This design comes from an exercise in tuning for small area, a short achievable clock period and few clock cycles per item on the open sky130 flow, not from production work. At most, simulation tests tie the RTL to the original design; equivalence was not proved. No activity file was given, so power comes from the tool's default toggle rates.

==> flow/design.v <==
`default_nettype none
package sp_pkg;
	localparam int ELEM_W = 9;
	localparam int LEN    = 6;
	localparam int WIDE_W = 2 * ELEM_W;
	localparam logic [ELEM_W-1:0] MODULUS = 9'd509;
	localparam logic [ELEM_W-1:0] INV_EXP = 9'd507;
	typedef logic [ELEM_W-1:0] elem_t;
	typedef logic [WIDE_W-1:0] wide_t;
	typedef elem_t [LEN-1:0] series_t;
	typedef struct packed {
		logic sort_en;
		logic inv_en;
	} mode_t;
	typedef enum logic [2:0] {
		IDLE,
		LOAD,
		INV,
		SORT,
		SUM,
		OUT
	} ctrl_state_e;
endpackage
`default_nettype wire
`default_nettype none
module inv_rom (
	input  wire logic [7:0] t,
	output logic      [8:0] y
);
	localparam logic [255:0] M0 = 256'h63ac0482aa6d4428402422ba43fd01338ae76743cde43c16302ecf8787b6ef8e;
	localparam logic [255:0] M1 = 256'h3da5f284ae325a2dfd758edb04449cc8efc10238fea0f8489e2370fa73e918e3;
	localparam logic [255:0] M2 = 256'h2ed0f134e4f604aaf816dcc2f6f65f1e2510024f274a452c0ca5e6fa025e6090;
	localparam logic [255:0] M3 = 256'h38ccc90de1a0dd33401373262dd61369980f967b43cc1e8f2db0b1c3f55d2906;
	localparam logic [255:0] M4 = 256'h2aa2c8a7015c6916a3971a3b6cc0c2616e00c9ae71449272c7a7487ea1a46d5a;
	localparam logic [255:0] M5 = 256'h3dad0661d936689470af40959d2ecc63856f1c6d9b496df4d974ba6d2d0e7dfe;
	localparam logic [255:0] M6 = 256'h2e14a5684f09a7a58726b26ca4f7636f01665b0104ca5246d5423c393d28d662;
	localparam logic [255:0] M7 = 256'h30c632dc95d6cd5705300b1181666695d1e2b3c159d6e94e4c175b6666e5c736;
	localparam logic [255:0] M8 = 256'h095a89a1043085588dd829e321355c95245548354d08cbc8354eafa605031b5a;
	assign y[0] = M0[t];
	assign y[1] = M1[t];
	assign y[2] = M2[t];
	assign y[3] = M3[t];
	assign y[4] = M4[t];
	assign y[5] = M5[t];
	assign y[6] = M6[t];
	assign y[7] = M7[t];
	assign y[8] = M8[t];
endmodule
`default_nettype wire
`default_nettype none
module sp_top (
	input  wire logic       clk,
	input  wire logic       rst_n,
	input  wire logic       in_valid,
	input  wire logic [8:0] in_data,
	input  wire logic [1:0] in_mode,
	output logic            out_valid,
	output logic [8:0]      out_data
);
	logic [2:0] cnt;
	logic       inv_en;
	logic       sort_en;
	always_ff @(posedge clk or negedge rst_n) begin
		if (!rst_n) begin
			cnt <= 3'd0;
		end else if (in_valid) begin
			cnt <= (cnt == 3'd5) ? 3'd0 : cnt + 3'd1;
		end
	end
	always_ff @(posedge clk) begin
		if (in_valid && cnt == 3'd0) begin
			inv_en  <= in_mode[0];
			sort_en <= in_mode[1];
		end
	end
	logic       va;
	logic [2:0] idx_a;
	logic       fold_a;
	logic [7:0] t_a;
	logic [6:0] in_inc;
	assign in_inc = in_data[7:1] + 7'd1;
	always_ff @(posedge clk or negedge rst_n) begin
		if (!rst_n) begin
			va <= 1'b0;
		end else begin
			va <= in_valid;
		end
	end
	always_ff @(posedge clk) begin
		idx_a  <= cnt;
		fold_a <= in_data[8];
		t_a    <= in_data[8] ? {in_inc, in_data[0]} : ~in_data[7:0];
	end
	logic [8:0] a_b;
	logic [6:0] t_dec;
	logic [8:0] h;
	logic [7:0] h_inc;
	logic [8:0] inv_x;
	logic       vb;
	logic [2:0] idx_b;
	logic [8:0] ab;
	logic [8:0] bb;
	assign t_dec = t_a[7:1] - 7'd1;
	assign a_b   = fold_a ? {1'b1, t_dec, t_a[0]} : {1'b0, ~t_a};
	inv_rom u_rom (
		.t (t_a),
		.y (h)
	);
	assign h_inc = h[8:1] + 8'd1;
	assign inv_x = fold_a ? ~{h_inc, h[0]} : h;
	always_ff @(posedge clk or negedge rst_n) begin
		if (!rst_n) begin
			vb <= 1'b0;
		end else begin
			vb <= va;
		end
	end
	always_ff @(posedge clk) begin
		idx_b <= idx_a;
		ab    <= a_b;
		bb    <= inv_en ? inv_x : a_b;
	end
	logic [5:0][8:0] list;
	logic [5:0][8:0] s_sr;
	logic [5:0]      moves;
	logic            out_active;
	logic [2:0]      ocnt;
	logic [8:0]      s_new;
	function automatic logic le9(input logic [8:0] x, input logic [8:0] y);
		logic r;
		r = 1'b1;
		for (int i = 0; i < 9; i++) begin
			r = (~x[i] & y[i]) | (~(x[i] & ~y[i]) & r);
		end
		le9 = r;
	endfunction
	function automatic logic [8:0] add509(input logic [8:0] x, input logic [8:0] y);
		logic [9:0] sum;
		logic [9:0] sum3;
		sum    = {1'b0, x} + {1'b0, y};
		sum3   = {1'b0, x} + {1'b0, y} + 10'd3;
		add509 = sum3[9] ? sum3[8:0] : sum[8:0];
	endfunction
	always_comb begin
		moves[0] = 1'b1;
		for (int p = 1; p < 6; p++) begin
			moves[p] = out_active || !sort_en || (32'(idx_b) <= 5 - p) || le9(list[p], bb);
		end
	end
	always_ff @(posedge clk) begin
		for (int p = 0; p < 6; p++) begin
			if (out_active || (vb && moves[p])) begin
				if (p < 5) begin
					list[p] <= moves[p+1] ? list[p+1] : bb;
				end else begin
					list[p] <= bb;
				end
			end
		end
	end
	logic [10:0] s_t0;
	logic [11:0] s_t1;
	logic [11:0] s_t2;
	assign s_t0  = {2'b00, ab} + {1'b0, bb, 1'b0};
	assign s_t1  = {3'b000, ab} + {2'b00, bb, 1'b0} - 12'd509;
	assign s_t2  = {3'b000, ab} + {2'b00, bb, 1'b0} - 12'd1018;
	assign s_new = !s_t2[11] ? s_t2[8:0] : (!s_t1[11] ? s_t1[8:0] : s_t0[8:0]);
	always_ff @(posedge clk) begin
		if (vb || out_active) begin
			s_sr <= {s_new, s_sr[5:1]};
		end
	end
	logic       last_ins;
	logic [8:0] e_list;
	logic [8:0] e_new;
	assign last_ins = vb && (idx_b == 3'd5);
	assign e_list   = add509(s_sr[1], list[1]);
	assign e_new    = add509(s_sr[1], bb);
	always_ff @(posedge clk or negedge rst_n) begin
		if (!rst_n) begin
			out_active <= 1'b0;
			ocnt       <= 3'd0;
			out_valid  <= 1'b0;
			out_data   <= 9'd0;
		end else begin
			if (last_ins) begin
				out_active <= 1'b1;
				ocnt       <= 3'd0;
			end else if (out_active) begin
				if (ocnt == 3'd4) begin
					out_active <= 1'b0;
				end
				ocnt <= ocnt + 3'd1;
			end
			out_valid <= last_ins || out_active;
			if (last_ins) begin
				out_data <= moves[1] ? e_list : e_new;
			end else if (out_active) begin
				out_data <= e_list;
			end else begin
				out_data <= 9'd0;
			end
		end
	end
endmodule
`default_nettype wire
export LEC_CHECK = 0
export CAP_MARGIN = 20
export CORE_MARGIN = 2
export CORE_UTILIZATION = 40
export SLEW_MARGIN = 20
create_clock -name core_clock -period 10.0 [get_ports {clk}]
standard.sh (not shown) runs the stock make flow with config.mk's settings and CLKGATE_MAP_FILE= SYNTH_SCRIPT=/design/flow/synth_recipe.tcl, a recipe that flattens the netlist after the stock synthesis.
==> flow/flow/run.sh <==
#!/bin/bash
# Layout flow: the standard synthesis, its combinational logic re-mapped by ABC
# (registers untouched), then the standard flow from floorplan to finish.
set -euo pipefail
WORK=$(pwd)
R=$WORK/orfs/results/$FLOW_PLATFORM/sp_top/base
ABC_SCRIPT=${ABC_SCRIPT:-deepsyn.abc}
ABC_D=${ABC_D:-2500}
MARGIN=${MARGIN:-7}
bash standard.sh $R/1_2_yosys.v > $WORK/log_synth.txt 2>&1
cp $R/1_2_yosys.v $WORK/std_netlist.v
LIB=$FLOW_HOME/platforms/$FLOW_PLATFORM/lib/sky130_fd_sc_hd__tt_025C_1v80.lib \
  IN_V=$WORK/std_netlist.v OUT_V=$WORK/resyn_netlist.v ABC_SCRIPT=$WORK/flow/$ABC_SCRIPT ABC_D=$ABC_D \
  yosys -c $WORK/flow/resyn.tcl > $WORK/log_resyn.txt 2>&1
cp $WORK/resyn_netlist.v $R/1_2_yosys.v
touch $R/1_2_yosys.v
bash standard.sh SETUP_SLACK_MARGIN=$MARGIN finish > $WORK/log_finish.txt 2>&1
==> flow/flow/deepsyn.abc <==
strash
&get -n
&deepsyn -T 120
&put
dch -f
map {D}
buffer -p
upsize {D}
dnsize {D}
topo
stime -p
==> flow/flow/delay.abc <==
strash
dch -f
map {D}
buffer -p
upsize {D}
dnsize {D}
topo
stime -p
==> flow/flow/resyn.tcl <==
# Re-maps the combinational logic of the standard synthesis netlist with ABC.
# Registers stay the instances the standard synthesis made (same names and cells).
# env: IN_V, OUT_V, LIB, ABC_SCRIPT, ABC_D
yosys -import
set lib $::env(LIB)
read_liberty -ignore_miss_func $lib
read_verilog -defer $::env(IN_V)
hierarchy -top $::env(FLOW_TOP)
setattr -mod -set keep_hierarchy 1 sky130_fd_sc_hd__df* sky130_fd_sc_hd__edf* sky130_fd_sc_hd__dl* sky130_fd_sc_hd__sdf*
flatten
opt_clean -purge
tee -o $::env(OUT_V).pre.stat stat
abc -liberty $lib -dont_use sky130_fd_sc_hd__probe_p_8 -dont_use sky130_fd_sc_hd__probec_p_8 -dont_use sky130_fd_sc_hd__lpflow_* -script $::env(ABC_SCRIPT) -D $::env(ABC_D)
opt_clean -purge
setundef -zero
splitnets
opt_clean -purge
hilomap -singleton -hicell sky130_fd_sc_hd__conb_1 HI -locell sky130_fd_sc_hd__conb_1 LO
insbuf -buf sky130_fd_sc_hd__buf_4 A X
tee -o $::env(OUT_V).stat stat -liberty $lib
select $::env(FLOW_TOP)
write_verilog -noattr -nohex -nodec -selected $::env(OUT_V)
Testbench counts at the start, summed over its fixed seeds: cycles 2,504, jobs 192.
Edit:
--- a/flow/design.v
+++ b/flow/design.v
@@ -123,10 +123,11 @@
 	logic [5:0][8:0] list;
 	logic [5:0][8:0] s_sr;
 	logic [5:0]      moves;
 	logic            out_active;
 	logic [2:0]      ocnt;
+	logic [8:0]      dbl;
 	logic [8:0]      s_new;
 	function automatic logic le9(input logic [8:0] x, input logic [8:0] y);
 		logic r;
 		r = 1'b1;
 		for (int i = 0; i < 9; i++) begin
@@ -156,17 +157,12 @@
 					list[p] <= bb;
 				end
 			end
 		end
 	end
-	logic [10:0] s_t0;
-	logic [11:0] s_t1;
-	logic [11:0] s_t2;
-	assign s_t0  = {2'b00, ab} + {1'b0, bb, 1'b0};
-	assign s_t1  = {3'b000, ab} + {2'b00, bb, 1'b0} - 12'd509;
-	assign s_t2  = {3'b000, ab} + {2'b00, bb, 1'b0} - 12'd1018;
-	assign s_new = !s_t2[11] ? s_t2[8:0] : (!s_t1[11] ? s_t1[8:0] : s_t0[8:0]);
+	assign dbl   = (bb[8] || (&bb[7:0])) ? {bb[7:0] + 8'd1, 1'b1} : {bb[7:0], 1'b0};
+	assign s_new = add509(ab, dbl);
 	always_ff @(posedge clk) begin
 		if (vb || out_active) begin
 			s_sr <= {s_new, s_sr[5:1]};
 		end
 	end
After rerunning: Global-route usage climbs by 3.6 points. Routed wire length is higher by about 12%. Fmax goes down by about 7%. Combinational power is higher by about 14%. Clock power increases by about 2%. Synthesized cell count went up by about 2.3%. Non-clock buffer count goes up by 97. Total power is higher by about 6%. Area after synthesis is about the same. Clock-buffer cell count shrinks by 1.
The RTL of the second run of this note was laid out without a check of its function.

## what the ideal ports hide
The flow's constraints put no driver on any port. The routed layouts listed below were extracted and timed again, unchanged, in two steps.
Step 1 (the two cells are an assumption about what drives the block):
set clk [get_ports {clk}]
set_driving_cell -lib_cell sky130_fd_sc_hd__clkbuf_16 $clk
set_driving_cell -lib_cell sky130_fd_sc_hd__buf_2 [delete_from_list [all_inputs] $clk]
Step 2 also shifts input and output timing later by t, the mid clock arrival at the registers, as if the neighbouring blocks saw the same clock.
Three values: no drivers, after step 1, after step 2; two values: the first two.
| run | shift t [ns] | setup WS [ns] | hold WS [ns] | slew at the worst register clock pin (ns) | worst slew at a driven data input, ns |
|---|---|---|---|---|---|
| the first run | 0.470 | 6.925 / 6.925 / 6.581 | 0.327 / 0.327 / 0.327 | 0.08 / 0.08 | 0.04 |
| the second run | 0.475 | 6.680 / 6.680 / 6.654 | 0.329 / 0.329 / 0.329 | 0.08 / 0.08 | 0.05 |
After both steps setup and hold are still met in every run listed. The setup slack of the first run, which loses most, moves by 0.000 ns with the drivers and by -0.344 ns with both steps.
